From an optimization exercise on the open Yosys and OpenROAD flow, aimed at a short achievable clock period and few clock cycles; shortcuts taken in it are not production practice. Function was checked by simulation only, so behaviour that the tests miss may differ from the original. Power figures rest on the tool's default switching activity, not on a simulated workload.

## flow/design.v (module list and top-level ports; edited modules follow where they fit)
// module rv_decoder: 181 lines
// module rv_alu: 131 lines
// module rv_zero32: 6 lines
// module rv_eq32: 7 lines
// module rv_g_a21oi: 3 lines
// module rv_g_o21ai: 3 lines
// module rv_g_nand2: 3 lines
// module rv_g_nor2: 3 lines
// module rv_g_a22oi: 3 lines
// module rv_g_a222oi: 4 lines
// module rv_g_nand2r: 3 lines
// module rv_g_and2n: 3 lines
// module rv_g_nand3: 3 lines
// module rv_g_nand4: 3 lines
// module rv_g_inv: 3 lines
// module rv_g_xor2: 3 lines
// module rv_g_xnor2: 3 lines
// module rv_add: 59 lines
// module rv_regfile: 32 lines
// module rv_rf_read: 25 lines
// module rv_lsu: 233 lines
// module rv_align: 22 lines
// module rv_stfmt: 13 lines
// module rv_mux2: 10 lines
// module rv_reg: 11 lines
// module rv_reg_r: 17 lines
// module rv_pcinc: 16 lines
// module rv_ftarget: 34 lines
// module rv_auipc_hi: 14 lines
// module rv_jrtarget: 18 lines
// module rv_sel5: 21 lines
// module rv_add2: 7 lines
// module rv_sel4: 18 lines
// module rv_fetch: 312 lines
// module rv_orsel31: 20 lines
// module rv_ctrl: 65 lines
// module rv_core: 489 lines
module rv_core #(
  parameter logic [31:0] boot_addr = 32'h0000_1000,
  parameter logic [31:0] trap_addr = 32'h0000_0100,
  parameter int unsigned num_req   = 3,
  parameter int unsigned num_loads = 4
) (
  input  logic        clk_i,
  input  logic        rst_i,
  output logic [31:0] inst_addr_o,
  input  logic [31:0] inst_data_i,
  output logic        inst_valid_o,
  input  logic        inst_ready_i,
  output logic [31:0] data_qaddr_o,
  output logic        data_qwrite_o,
  output logic [31:0] data_qdata_o,
  output logic [3:0]  data_qstrb_o,
  output logic        data_qvalid_o,
  input  logic        data_qready_i,
  input  logic [31:0] data_pdata_i,
  input  logic        data_pvalid_i
);
  // ...
==> flow/flow/run.sh <==
#!/bin/bash
# Standard layout, with timing repair aimed well below the design's period.
set -euo pipefail
bash standard.sh SETUP_SLACK_MARGIN=9.0 finish > flow_standard.log 2>&1
==> flow/standard.sh <==
#!/bin/bash
# synth_recipe.tcl (not shown) runs the flow's synth.tcl, then flattens the netlist and writes it again
# the make line also repeats each setting of config.mk as NAME=value (left out here)
make -C /OpenROAD-flow-scripts/flow DESIGN_CONFIG=/design/flow/config.mk WORK_HOME=/design/flow/orfs CLKGATE_MAP_FILE= SYNTH_SCRIPT=/design/flow/synth_recipe.tcl "${@:-finish}"
==> flow/config.mk <==
export PLATFORM = sky130hd
export DESIGN_NAME = rv_core
export DESIGN_NICKNAME = rv_core
export VERILOG_FILES = /design/flow/design.v
export SDC_FILE = /design/flow/constraint.sdc
export NUM_CORES = 8
export LEC_CHECK = 0
export ABC_CLOCK_PERIOD_IN_PS = 3500
export CAP_MARGIN = 40
export CORE_MARGIN = 2
export CORE_UTILIZATION = 56
export SLEW_MARGIN = 40
export SYNTH_HIERARCHICAL = 1
==> flow/constraint.sdc <==
create_clock -name core_clock -period 12.5 [get_ports {clk_i}]
set_input_delay 2.5000 -clock core_clock [delete_from_list [all_inputs] [get_ports {clk_i}]]
set_output_delay 2.5000 -clock core_clock [all_outputs]
set_load 0.01 [all_outputs]
==> results.ini, run 1 <==
[critical_path]
arrival_ns = 1.49
cp_slowest_stage_delay_ns = 0.42
cp_max_fo = 1
cp.depth = 1
critPathSlowestCell = dfxtp_4

[power]
power_mw = 47.2
p_comb_share_pct = 52.7
comb_cell_power_mw = 24.9
seq_power_mw = 13.1
p_sw_share_pct = 46.4

[clocking]
cts_sinks = 2562
insertion_delay_ns = 0.98
cts_root_buffer = clkbuf_16
clk_pin_slew_worst_paths_ns = 0.06

[grt]
grt_use_met3_pct = 18.6
use_met2_pct = 65.0

[cells_and_area]
clock_buffers = 439
diodes = 22
inv_count = 674
final_cells = 22200
dominant_cells = multi-input combinational cells
layout_commonest_cell = dfxtp_1
multi_input_area_share_pct = 55.6

[outcome]
outcome = complete, no violations

[min_path]
whs_path_depth = 0
hold_path.class = reg -> reg

[sta]
maxSlewViolCount = 0
tns_ns = 0
final.setup_skew_ns = 0.0961
fin_crit_sh_pct = 31.9
rsz0062_at_grt = yes
setup_ws_ns = 8.51
worstMarginPinSlew_ns = 0.976
max_freq_mhz = 251

[place]
post-place-ws_ns = 6.08
placed_cells = 21000
place_area_um2 = 177000

[routing]
route.detailed.drc = 0
drtAntennaViolNets = 0
drt_wl_total_um = 788000
m1WireLength_um = 308000
via_count = 151000

[logic_synthesis]
netlist_area_um2 = 172000

[run]
maxCapViolCount = 0

Testbench counts, summed over its fixed seeds: cycles 63,503.
==> inputs of run 2 (changes only) <==
--- a/flow/config.mk
+++ b/flow/config.mk
@@ -10,3 +10,3 @@
 export CORE_MARGIN = 2
-export CORE_UTILIZATION = 56
+export CORE_UTILIZATION = 60
 export SLEW_MARGIN = 40
==> run 2 against run 1 <==
Still clean. Area after synthesis stayed put. Total power is 1.1% lower. Clock power is 2.7% lower. Highest routed layer unchanged.
==> results.ini, run 2 <==
[min_path]
hold_end = e_rd_oh_q[14]$_DFF_P_  ; was i_lsu.wb_lid_q[2]$_DFF_P_
whs_path_depth = 0  ; unchanged
hold_start = i_fetch.i_s0_sel.q_o[14]$_DFF_P_  ; was i_lsu.lid_pop_q[2]$_DFFE_PP0P_
hold_path.class = reg -> reg  ; unchanged

[logic_synthesis]
avgSynthCellArea_um2 = 9.80  ; unchanged
syn_inst = 17600  ; unchanged
yosysWarnings = 86  ; unchanged
netlist_area_um2 = 172000  ; unchanged

[floorplanning]
io_pins = 172  ; unchanged
fp.coreArea_um2 = 285000  ; was 306,000 um^2
fp.dieH_um = 540  ; was 558 um
start_util_pct = 60.4  ; was 56.3%
dieWidth_um = 540  ; was 558 um
rows = 196  ; was 203
design.die.area_um2 = 291000  ; was 312,000 um^2

[critical_path]
cp_max_fo = 8  ; was 1
r2r-start = i_fetch.i_head_oh.q_o[13]$_DFF_P_  ; was i_fetch.i_head_oh.q_o[42]$_DFF_P_
arrival_ns = 4.84  ; was 1.49 ns
worstReg2RegEnd = i_s0_b.q_o[19]$_DFF_P_  ; was i_s0_a.q_o[30]$_DFF_P_
r2r_cells = 9  ; unchanged
crit_path_end_kind = flop  ; was output pin
worstPathRequired_ns = 13.31  ; was 10.00 ns
r2r_setup_slack_ns = 8.48  ; was 8.61 ns
crit_type = in -> reg  ; was reg -> out
crit_path_start_kind = primary input  ; was flop

[cells_and_area]
reg.largest.list = i_regfile.regs_q (992), i_fetch.g_fq.i_ent.q_o (390)  ; unchanged
largest_register_ffs = 992  ; unchanged
layout_commonest_cell = dfxtp_1  ; unchanged
num-nets-final = 17900  ; was 18,000
layout_common_cells = 1,866 x dfxtp_1, 1,443 x mux2i_1, 1,335 x nand2_1  ; was 1,866 x dfxtp_1, 1,438 x mux2i_1, 1,313 x nand2_1
multi_input_area_um2 = 112000  ; was 113,000 um^2
regArea_um2 = 56000  ; about the same
top_register = i_regfile.regs_q  ; unchanged
nFillCells = 21500  ; was 24,600
area_delta_synth_final_pct = 15.8  ; was 17.7%
drive_above_1_share_pct = 34.4  ; was 35.5%
final_area_um2 = 199000  ; was 203,000 um^2
fin_util_pct = 69.9  ; was 66.3%

[clocking]
clk_pin_slew_worst_paths_ns = 0.07  ; was 0.06 ns
hold_buffers = 0  ; unchanged
clockBufferDepth = 4  ; unchanged
htreeDepth = 5  ; unchanged
cts_sinks = 2562  ; unchanged
cts_root_buffer = clkbuf_16  ; unchanged
cts_buffers = 293  ; was 301
cts_tree = yes  ; unchanged
insertion_delay_ns = 0.98  ; about the same

[routing]
drtAntennaViolNets = 0  ; unchanged
wl_per_cell_um = 35.4  ; was 35.5 um
via_count = 152000  ; was 151,000
via_per_inst = 7.03  ; was 6.82
route.detailed.drc = 0  ; unchanged
initialDrtViolationCount = 22500  ; was 21,900
drt_wl_total_um = 767000  ; was 788,000 um
dr.pass1.iters = 7  ; was 6

[sta]
maxSlewHeadroom_pct = 32.5  ; was 34.9%
tns_ns = 0  ; unchanged
setup_viol = 0  ; unchanged
setup_ws_ns = 8.48  ; was 8.51 ns
timing.final.crit_period_ns = 4.02  ; was 3.99 ns
max_freq_mhz = 249  ; was 251 MHz
worst_hold_slack_ns = 0.395  ; was 0.389 ns
rsz0062_at_grt = yes  ; unchanged
hold_viol_final = 0  ; unchanged
maxSlewViolCount = 0  ; unchanged
fin_crit_sh_pct = 32.2  ; was 31.9%
worstMarginPinSlew_ns = 1.01  ; was 0.976 ns
final.setup_skew_ns = 0.109  ; was 0.0961 ns

[power]
peakVddDrop_mv = 0.316  ; was 0.217 mV
p_int_mw = 25.0  ; was 25.3 mW
p_clk_share_pct = 19.1  ; was 19.4%
p_sw_share_pct = 46.5  ; was 46.4%
seq_power_share_pct = 28.4  ; was 27.9%
power.density_nw_per_um2 = 234  ; was 233 nW/um^2
p_comb_share_pct = 52.5  ; was 52.7%
switchingPower_mw = 21.7  ; was 21.9 mW
p_leak_nw = 77.6  ; was 78.9 nW

[place]
gp_congestion = 1.06  ; was 1.05
post-place-ws_ns = 6.25  ; was 6.08 ns
place_area_um2 = 176000  ; was 177,000 um^2
numPortBuffers = 169  ; unchanged
place_hpwl_um = 470000  ; was 483,000 um

[grt]
antenna_found_initial = 63  ; was 55
grt_pass1_wl_um = 1060000  ; was 1,070,000 um
grt_usage_pct = 49.8  ; was 47.6%
overflow = 0  ; unchanged
grt_max_degree = 163  ; was 169
grt_pass1_vias = 141000  ; was 138,000

[run]
maxCapViolCount = 0  ; unchanged

[outcome]
outcome = complete, no violations  ; unchanged

-- run 2: layout make-up --
type	instances	area share, %
Timing Repair inverter	1	0.00440
Timing Repair Buffer	1143	6.98
Clock buffer	442	4.41
Multi-Input combinational cell	13000	56.3
Tap cell	3762	2.36
Clock inverter	83	0.445
Antenna cell	33	0.0414
Inverter	672	1.33
Sequential cell	2562	28.1
-- run 2: stage by stage --
stage | std cells | power, mW
after floorplan | 17600 | 26.2
after global placement | 20600 | 33.2
after detailed placement | 20600 | 33.5
after CTS | 21500 | 43.9
after global routing | 21700 | 47.6
final | 21700 | 46.6
-- run 2: worst max-delay path by stage --
stage                                  from                                    end  slack (ns)  depth (start not counted)
2_1_floorplan                 data_pvalid_i        i_fetch.i_pc_out.q_o[0]$_DFF_P_        7.01                          9
5_1_grt                       data_pvalid_i       i_fetch.i_pc_out.q_o[23]$_DFF_P_        8.46                         14
4_1_cts        i_lsu.i_qv_out.q_o$_DFF_PP0_                          data_qvalid_o        8.53                          1
6_report                      data_pvalid_i       i_fetch.i_pc_out.q_o[23]$_DFF_P_        8.48                         14
3_5_place_dp                  data_pvalid_i                 i_s0_a.q_o[18]$_DFF_P_        6.25                          7
3_3_place_gp                  data_pvalid_i  i_fetch.g_fq[2].i_ent.q_o[10]$_DFF_P_        6.05                          6
-- run 2: metal layers --
metal	GRT usage (%)	part of all wire [%]
met1	64.4	38
met2	68.0	39
met3	19.9	15
met4	32.2	7.8
met5	0.395	0.067
-- run 2: worst max-delay path: stages --
cell,delay (ns)
buf_12,0.08
buf_12,0.14
buf_6,0.12
mux2i_4,0.25
nand2_2,0.14
nor4_4,0.38
or3_4,0.27
buf_12,0.14
nor4b_4,0.05
buf_6,0.16
buf_12,0.13
buf_16,0.15
a22oi_2,0.20
nand3_2,0.10
-- run 2: power groups by stage --
| stage | sequential [mW] | clock [mW] | combinational [mW] |
|---|---|---|---|
| after floorplan | 12.5 | 0 | 13.7 |
| after global placement | 13.2 | 0 | 20.1 |
| after detailed placement | 13.2 | 0 | 20.4 |
| after CTS | 13.0 | 8.86 | 22.0 |
| after global routing | 13.2 | 9.18 | 25.2 |
| final | 13.2 | 8.91 | 24.5 |
-- run 2: what timing repair did --
item                       4_1_cts  5_1_grt
pin swaps                      139      204
setup endpoints to repair     2489     1806
gates cloned                    94       31
resized for setup             1652      688
buffers inserted               260      144
==> inputs of run 3 (changes only) <==
--- a/flow/config.mk
+++ b/flow/config.mk
@@ -10,3 +10,5 @@
 export CORE_MARGIN = 2
-export CORE_UTILIZATION = 60
+export CORE_UTILIZATION = 56
+export CTS_CLUSTER_DIAMETER = 80
+export CTS_CLUSTER_SIZE = 20
 export SLEW_MARGIN = 40
==> run 3 against run 2 <==
First-iteration DRC count is 4.3% lower. Flip-flop and latch count stayed put. Sequential share of layout area increased by 0.13 points. Largest cell class unchanged. Combinational power barely moved. Utilization shrank 5.0 points. Register-to-register slack about the same. Total power shrank 5.3%. Critical path depth grew 4. Non-clock buffer count is 157 higher. Synthesized cell count stayed put. Setup slack got worse by 0.012 ns. Clock power decreased by 29%.
==> results.ini, run 3 <==
[sta]
max_freq_mhz = 248  ; was 249 MHz
setup_ws_ns = 8.46  ; was 8.48 ns
timing.final.crit_period_ns = 4.04  ; was 4.02 ns
rsz0062_at_grt = yes  ; unchanged
worstMarginPinSlew_ns = 0.991  ; was 1.01 ns
fin_crit_sh_pct = 32.3  ; was 32.2%
worst_hold_slack_ns = 0.370  ; was 0.395 ns
maxSlewViolCount = 0  ; unchanged
maxSlewHeadroom_pct = 34.0  ; was 32.5%
setup_viol = 0  ; unchanged
final.setup_skew_ns = 0.0707  ; was 0.109 ns
tns_ns = 0  ; unchanged
hold_viol_final = 0  ; unchanged

[logic_synthesis]
syn_inst = 17600  ; unchanged
yosysWarnings = 86  ; unchanged
avgSynthCellArea_um2 = 9.80  ; unchanged
netlist_area_um2 = 172000  ; unchanged

[min_path]
hold_path.class = reg -> reg  ; unchanged

[cells_and_area]
largest_register_ffs = 992  ; unchanged
top_register = i_regfile.regs_q  ; unchanged
layout_common_cells = 1,868 x dfxtp_1, 1,436 x mux2i_1, 1,331 x nand2_1  ; was 1,866 x dfxtp_1, 1,443 x mux2i_1, 1,335 x nand2_1
reg.largest.list = i_regfile.regs_q (992), i_fetch.g_fq.i_ent.q_o (390)  ; unchanged
layout_commonest_cell = dfxtp_1  ; unchanged
area_delta_synth_final_pct = 15.3  ; was 15.8%
num-nets-final = 17900  ; about the same
drive_above_1_share_pct = 34.7  ; was 34.4%
nFillCells = 25000  ; was 21,500

[clocking]
cts_tree = yes  ; unchanged
clockBufferDepth = 4  ; unchanged
htreeDepth = 4  ; was 5
clk_pin_slew_worst_paths_ns = 0.08  ; was 0.07 ns
cts_buffers = 171  ; was 293
cts_sinks = 2562  ; unchanged
cts_root_buffer = clkbuf_16  ; unchanged
insertion_delay_ns = 0.96  ; was 0.98 ns

[floorplanning]
start_util_pct = 56.3  ; was 60.4%
rows = 203  ; was 196
dieWidth_um = 558  ; was 540 um
io_pins = 172  ; unchanged
fp.dieH_um = 558  ; was 540 um
design.die.area_um2 = 312000  ; was 291,000 um^2
fp.coreArea_um2 = 306000  ; was 285,000 um^2

[grt]
overflow = 0  ; unchanged
grt_pass1_wl_um = 1060000  ; about the same
grt_usage_pct = 47.4  ; was 49.8%
grt_max_degree = 169  ; was 163
antenna_found_initial = 51  ; was 63
grt_pass1_vias = 137000  ; was 141,000

[place]
numPortBuffers = 169  ; unchanged
gp_congestion = 1.05  ; was 1.06
post-place-ws_ns = 6.08  ; was 6.25 ns
place_hpwl_um = 483000  ; was 470,000 um

[power]
p_leak_nw = 76.9  ; was 77.6 nW
peakVddDrop_mv = 0.219  ; was 0.316 mV
power_mw = 44.1  ; was 46.6 mW
power.density_nw_per_um2 = 222  ; was 234 nW/um^2

[critical_path]
crit_path_end_kind = flop  ; unchanged
cp_max_fo = 8  ; unchanged
crit_type = reg -> reg  ; was in -> reg
worstPathRequired_ns = 13.27  ; was 13.31 ns
arrival_ns = 4.80  ; was 4.84 ns
crit_path_start_kind = flop  ; was primary input

[outcome]
outcome = complete, no violations  ; unchanged

[routing]
via_count = 150000  ; was 152,000
dr.pass1.iters = 7  ; unchanged
route.detailed.drc = 0  ; unchanged
via_per_inst = 6.83  ; was 7.03
drtAntennaViolNets = 0  ; unchanged
drt_wl_total_um = 782000  ; was 767,000 um
wl_per_cell_um = 35.6  ; was 35.4 um
initialDrtViolationCount = 21600  ; was 22,500

[run]
maxCapViolCount = 0  ; unchanged

run 3: repair_timing:
action / in CTS / in global routing
gates cloned: 98 / 68
setup endpoints to repair: 2492 / 1746
pin swaps: 152 / 202
endpoints found under the hold margin: 0 / 0
hold buffers: 0 / 0
setup buffers: 313 / 185
gates resized for setup: 1846 / 753
run 3: cell type report:
type	count	area, um^2	area share, %
tap	4100	5130	2.58
timing repair buffer	1300	16500	8.30
multi-input combinational	13000	112000	56.6
antenna	39	97.6	0.0492
clock inverter	74	922	0.465
clock buffer	224	4690	2.36
inverter	672	2660	1.34
timing repair inverter	3	47.5	0.0240
sequential	2562	56000	28.2
run 3: metrics by stage:
stage | utilization, % | std cells | cell area, um^2
final | 64.9 | 22000 | 198000
after global routing | 64.9 | 21900 | 198000
after CTS | 62.8 | 21700 | 192000
after detailed placement | 57.8 | 21000 | 177000
after global placement | 57.5 | 20900 | 176000
after floorplan | - | 17600 | 175000
run 3: path summary, 6_finish.rpt:
kind / start / endpoint / slack, ns / depth (start not counted)
min reg2reg: i_fetch.i_s0_sel.q_o[16]$_DFF_P_ / e_rd_oh_q[16]$_DFF_P_ / 0.37 / 0
min in group asynchronous: rst_i / i_fetch.i_valid_out.q_o$_DFF_PP0_ / 1.65 / 2
max reg2reg: sb_q[5]$_DFF_PP0_ / i_fetch.pc_q[4]$_DFF_P_ / 8.46 / 18
max: sb_q[5]$_DFF_PP0_ / i_fetch.pc_q[4]$_DFF_P_ / 8.46 / 18
min: i_fetch.i_s0_sel.q_o[16]$_DFF_P_ / e_rd_oh_q[16]$_DFF_P_ / 0.37 / 0
max in group asynchronous: rst_i / sb_q[13]$_DFF_PP0_ / 9.83 / 3
run 3: per-layer routing:
| metal | vias to the layer above | track usage, % | part of all wire (%) |
|---|---|---|---|
| met1 | 74000 | 62.5 | 39 |
| met4 | 34 | 27.3 | 7.2 |
| li1 | 63500 | - | - |
| met3 | 2368 | 18.5 | 14 |
| met2 | 10100 | 65.1 | 39 |
| met5 | - | 0.185 | 0.059 |
run 3: worst max-delay path: stages, from the launching register on:
cell and delay, ns:
dfrtp_1 0.48, a22oi_2 0.21, nand4_1 0.11, nor2_1 0.24
nand2_2 0.32, o211ai_1 0.28, nand4_1 0.27, mux2i_4 0.27
nand2_4 0.10, nor4_4 0.35, or3_4 0.22, buf_16 0.13
nor4b_4 0.05, buf_6 0.13, buf_6 0.11, buf_8 0.13
buf_12 0.15, a22oi_2 0.17, nand3_1 0.12
run 3: where the power goes:
group	switching, mW	internal, mW
combinational	15.3	9.43
clock	3.38	2.93
sequential	2.53	10.6
==> inputs of run 4 (changes only) <==
==> flow/flow/run.sh (replaced) <==
#!/bin/bash
# Standard layout, with timing repair aimed well below the design's period.
set -euo pipefail
bash standard.sh SETUP_SLACK_MARGIN=9.3 finish > flow_standard.log 2>&1
--- a/flow/config.mk
+++ b/flow/config.mk
@@ -11,4 +11,2 @@
 export CORE_UTILIZATION = 56
-export CTS_CLUSTER_DIAMETER = 80
-export CTS_CLUSTER_SIZE = 20
 export SLEW_MARGIN = 40
==> run 4 against run 3 <==
Setup slack improved by 0.037 ns. Combinational power increased by 8%. First-iteration DRC count increased by 5.1%. Count of clock-buffer cells in the layout increased by 217. Synthesized cell count unchanged.
==> results.ini, run 4 <==
[floorplanning]
fp.coreArea_um2 = 306000  ; unchanged
design.die.area_um2 = 312000  ; unchanged
rows = 203  ; unchanged
dieWidth_um = 558  ; unchanged
fp.dieH_um = 558  ; unchanged
io_pins = 172  ; unchanged
start_util_pct = 56.3  ; unchanged

[place]
place_hpwl_um = 475000  ; was 483,000 um
gp_congestion = 1.02  ; was 1.05
numPortBuffers = 169  ; unchanged
place_area_um2 = 177000  ; about the same
post-place-ws_ns = 6.16  ; was 6.08 ns

[logic_synthesis]
yosysWarnings = 86  ; unchanged
netlist_area_um2 = 172000  ; unchanged
avgSynthCellArea_um2 = 9.80  ; unchanged
syn_inst = 17600  ; unchanged

[sta]
maxSlewHeadroom_pct = 33.2  ; was 34.0%
timing.final.crit_period_ns = 4.00  ; was 4.04 ns
setup_ws_ns = 8.50  ; was 8.46 ns
tns_ns = 0  ; unchanged
setup_viol = 0  ; unchanged
fin_crit_sh_pct = 32.0  ; was 32.3%
final.setup_skew_ns = 0.0944  ; was 0.0707 ns
rsz0062_at_grt = yes  ; unchanged
worstMarginPinSlew_ns = 0.999  ; was 0.991 ns
worst_hold_slack_ns = 0.395  ; was 0.370 ns
maxSlewViolCount = 0  ; unchanged
hold_viol_final = 0  ; unchanged
max_freq_mhz = 250  ; was 248 MHz

[routing]
route.detailed.drc = 0  ; unchanged
initialDrtViolationCount = 22700  ; was 21,600
drtAntennaViolNets = 0  ; unchanged
dr.pass1.iters = 7  ; unchanged
wl_per_cell_um = 36.4  ; was 35.6 um
via_per_inst = 6.89  ; was 6.83
drt_wl_total_um = 820000  ; was 782,000 um
via_count = 155000  ; was 150,000

[power]
power.density_nw_per_um2 = 232  ; was 222 nW/um^2
p_int_mw = 26.3  ; was 22.9 mW
peakVddDrop_mv = 0.277  ; was 0.219 mV
p_comb_share_pct = 54.3  ; was 56.0%
p_leak_nw = 82.1  ; was 76.9 nW
power_mw = 49.0  ; was 44.1 mW
p_clk_share_pct = 18.7  ; was 14.3%
p_sw_share_pct = 46.3  ; was 48.0%
switchingPower_mw = 22.7  ; was 21.2 mW
seq_power_share_pct = 27.0  ; was 29.7%

[clocking]
cts_root_buffer = clkbuf_16  ; unchanged
cts_buffers = 302  ; was 171
hold_buffers = 0  ; unchanged
htreeDepth = 5  ; was 4
insertion_delay_ns = 0.99  ; was 0.96 ns
cts_sinks = 2562  ; unchanged
cts_tree = yes  ; unchanged
clk_pin_slew_worst_paths_ns = 0.06  ; was 0.08 ns
clockBufferDepth = 4  ; unchanged

[run]
maxCapViolCount = 0  ; unchanged

[cells_and_area]
top_register = i_regfile.regs_q  ; unchanged
regArea_um2 = 56100  ; was 56,000 um^2
nFillCells = 23300  ; was 25,000
layout_common_cells = 1,851 x dfxtp_1, 1,407 x mux2i_1, 1,285 x nand2_1  ; was 1,868 x dfxtp_1, 1,436 x mux2i_1, 1,331 x nand2_1
largest_register_ffs = 992  ; unchanged
drive_above_1_share_pct = 39.5  ; was 34.7%
area_delta_synth_final_pct = 22.9  ; was 15.3%
reg.largest.list = i_regfile.regs_q (992), i_fetch.g_fq.i_ent.q_o (390)  ; unchanged
num-nets-final = 18400  ; was 17,900
layout_commonest_cell = dfxtp_1  ; unchanged
multi_input_area_um2 = 116000  ; was 112,000 um^2
final_area_um2 = 212000  ; was 198,000 um^2

[grt]
grt_pass1_wl_um = 1090000  ; was 1,060,000 um
antenna_found_initial = 47  ; was 51
grt_usage_pct = 48.6  ; was 47.4%
grt_max_degree = 177  ; was 169
overflow = 0  ; unchanged
grt_pass1_vias = 142000  ; was 137,000

[critical_path]
crit_type = reg -> reg  ; unchanged
arrival_ns = 4.78  ; was 4.80 ns
crit_path_end_kind = flop  ; unchanged
crit_path_start_kind = flop  ; unchanged
worstPathRequired_ns = 13.28  ; was 13.27 ns
cp_max_fo = 35  ; was 8

[min_path]
hold_path.class = reg -> reg  ; unchanged

[outcome]
outcome = complete, no violations  ; unchanged

## run 4: changes by cell type in the layout (fill, tap and decap cells not counted), sizes merged, moves of 2 or more
cell	change
diode	-16
bufbuf	+6
buf	+329
o21ba	+2
clkinv	+36
mux2	+8
and2	+3
inv	-29
clkbuf	+198
clkinvlp	+21
## run 4: path summary, 6_finish.rpt
kind / from / endpoint / slack (ns) / cells past startpoint
min reg2reg: i_fetch.i_s0_sel.q_o[16]$_DFF_P_ / e_rd_oh_q[16]$_DFF_P_ / 0.40 / 0
max in group asynchronous: rst_i / i_lsu.lid_push_q[2]$_DFFE_PP0P_ / 9.49 / 2
min: i_fetch.i_s0_sel.q_o[16]$_DFF_P_ / e_rd_oh_q[16]$_DFF_P_ / 0.40 / 0
max reg2reg: i_fetch.s0_instr_o[6]$_DFFE_PP_ / i_fetch.pc_q[2]$_DFF_P_ / 8.50 / 14
max: i_fetch.s0_instr_o[6]$_DFFE_PP_ / i_fetch.pc_q[2]$_DFF_P_ / 8.50 / 14
min in group asynchronous: rst_i / i_fetch.i_valid_out.q_o$_DFF_PP0_ / 2.06 / 2
## run 4: critical path, cell delays in order (launching register included)
cell and delay (ns):
edfxtp_1 0.54, nand3b_1 0.31, or3_1 0.31, a21boi_4 0.22, buf_6 0.36, and3_2 0.34, nand4_1 0.18, nor4_4 0.38
or3_4 0.30, nor4_4 0.07, buf_6 0.16, buf_6 0.12, buf_12 0.14, a22oi_2 0.24, nand3_1 0.15
## run 4: what timing repair did
item                                    in CTS  in global routing
pin swaps                                  320                368
setup buffers                              488                271
gates cloned                               189                 63
endpoints found under the setup margin    2610               2334
gates resized for setup                   2533               1156
## run 4: area by class of cell
cell class                 count  area share (%)
antenna                       23          0.0272
clock buffer                 441            4.20
clock inverter               103           0.546
inverter                     672            1.32
multi-input combinational  13000            54.7
sequential                  2562            26.5
tap                         4100            2.42
timing repair buffer        1616            10.2
timing repair inverter         3          0.0272
## run 4: metal layers
metal	global-route usage, %	vias to the layer above	share of wire, %
li1	-	64600	-
met1	63.5	75900	38
met2	66.7	11500	39
met3	18.9	2994	15
met4	29.9	38	8.2
met5	0.201	-	0.089
## run 4: power groups by stage
stage	sequential, mW	combinational [mW]	clock (mW)
4_1_cts	13.0	23.5	9.14
6_report	13.2	26.6	9.19
5_1_grt	13.2	27.3	9.48
2_1_floorplan	12.5	13.7	0
3_3_place_gp	13.1	20.2	0
3_5_place_dp	13.1	20.4	0
## run 4: through the flow
step	std cells	utilization, %
2_1_floorplan	17600	-
3_3_place_gp	20900	57.6
3_5_place_dp	20900	57.8
4_1_cts	22200	66.3
5_1_grt	22500	69.2
6_report	22500	69.2

[port drivers added, routing unchanged]
No port has a modelled driver above. Below, the same layouts with a new extraction and two added sets of constraints. Step 1 assumes that a clkbuf_16 drives the clock port and a buf_2 every other input. Step 2 moves the port delays by t, midway between the first and last clock arrival at a register: inputs arrive t later, outputs are due t later. That takes back most of the time a late clock gives input paths. a / b / c = ideal ports / drivers / drivers and shift; a / b = the first two.
run	t (ns)	setup WS [ns]	pins driven straight from the clock port
run 1	1.044	8.510 / 8.395 / 7.588	1
run 2	1.052	8.476 / 8.411 / 7.481	1
run 3	1.032	8.464 / 8.393 / 7.545	1
run 4	1.059	8.501 / 8.410 / 7.563	1
After both steps setup and hold are still met in every run listed. The setup slack of run 2, which loses most, moves by -0.065 ns with the drivers and by -0.995 ns with both steps.
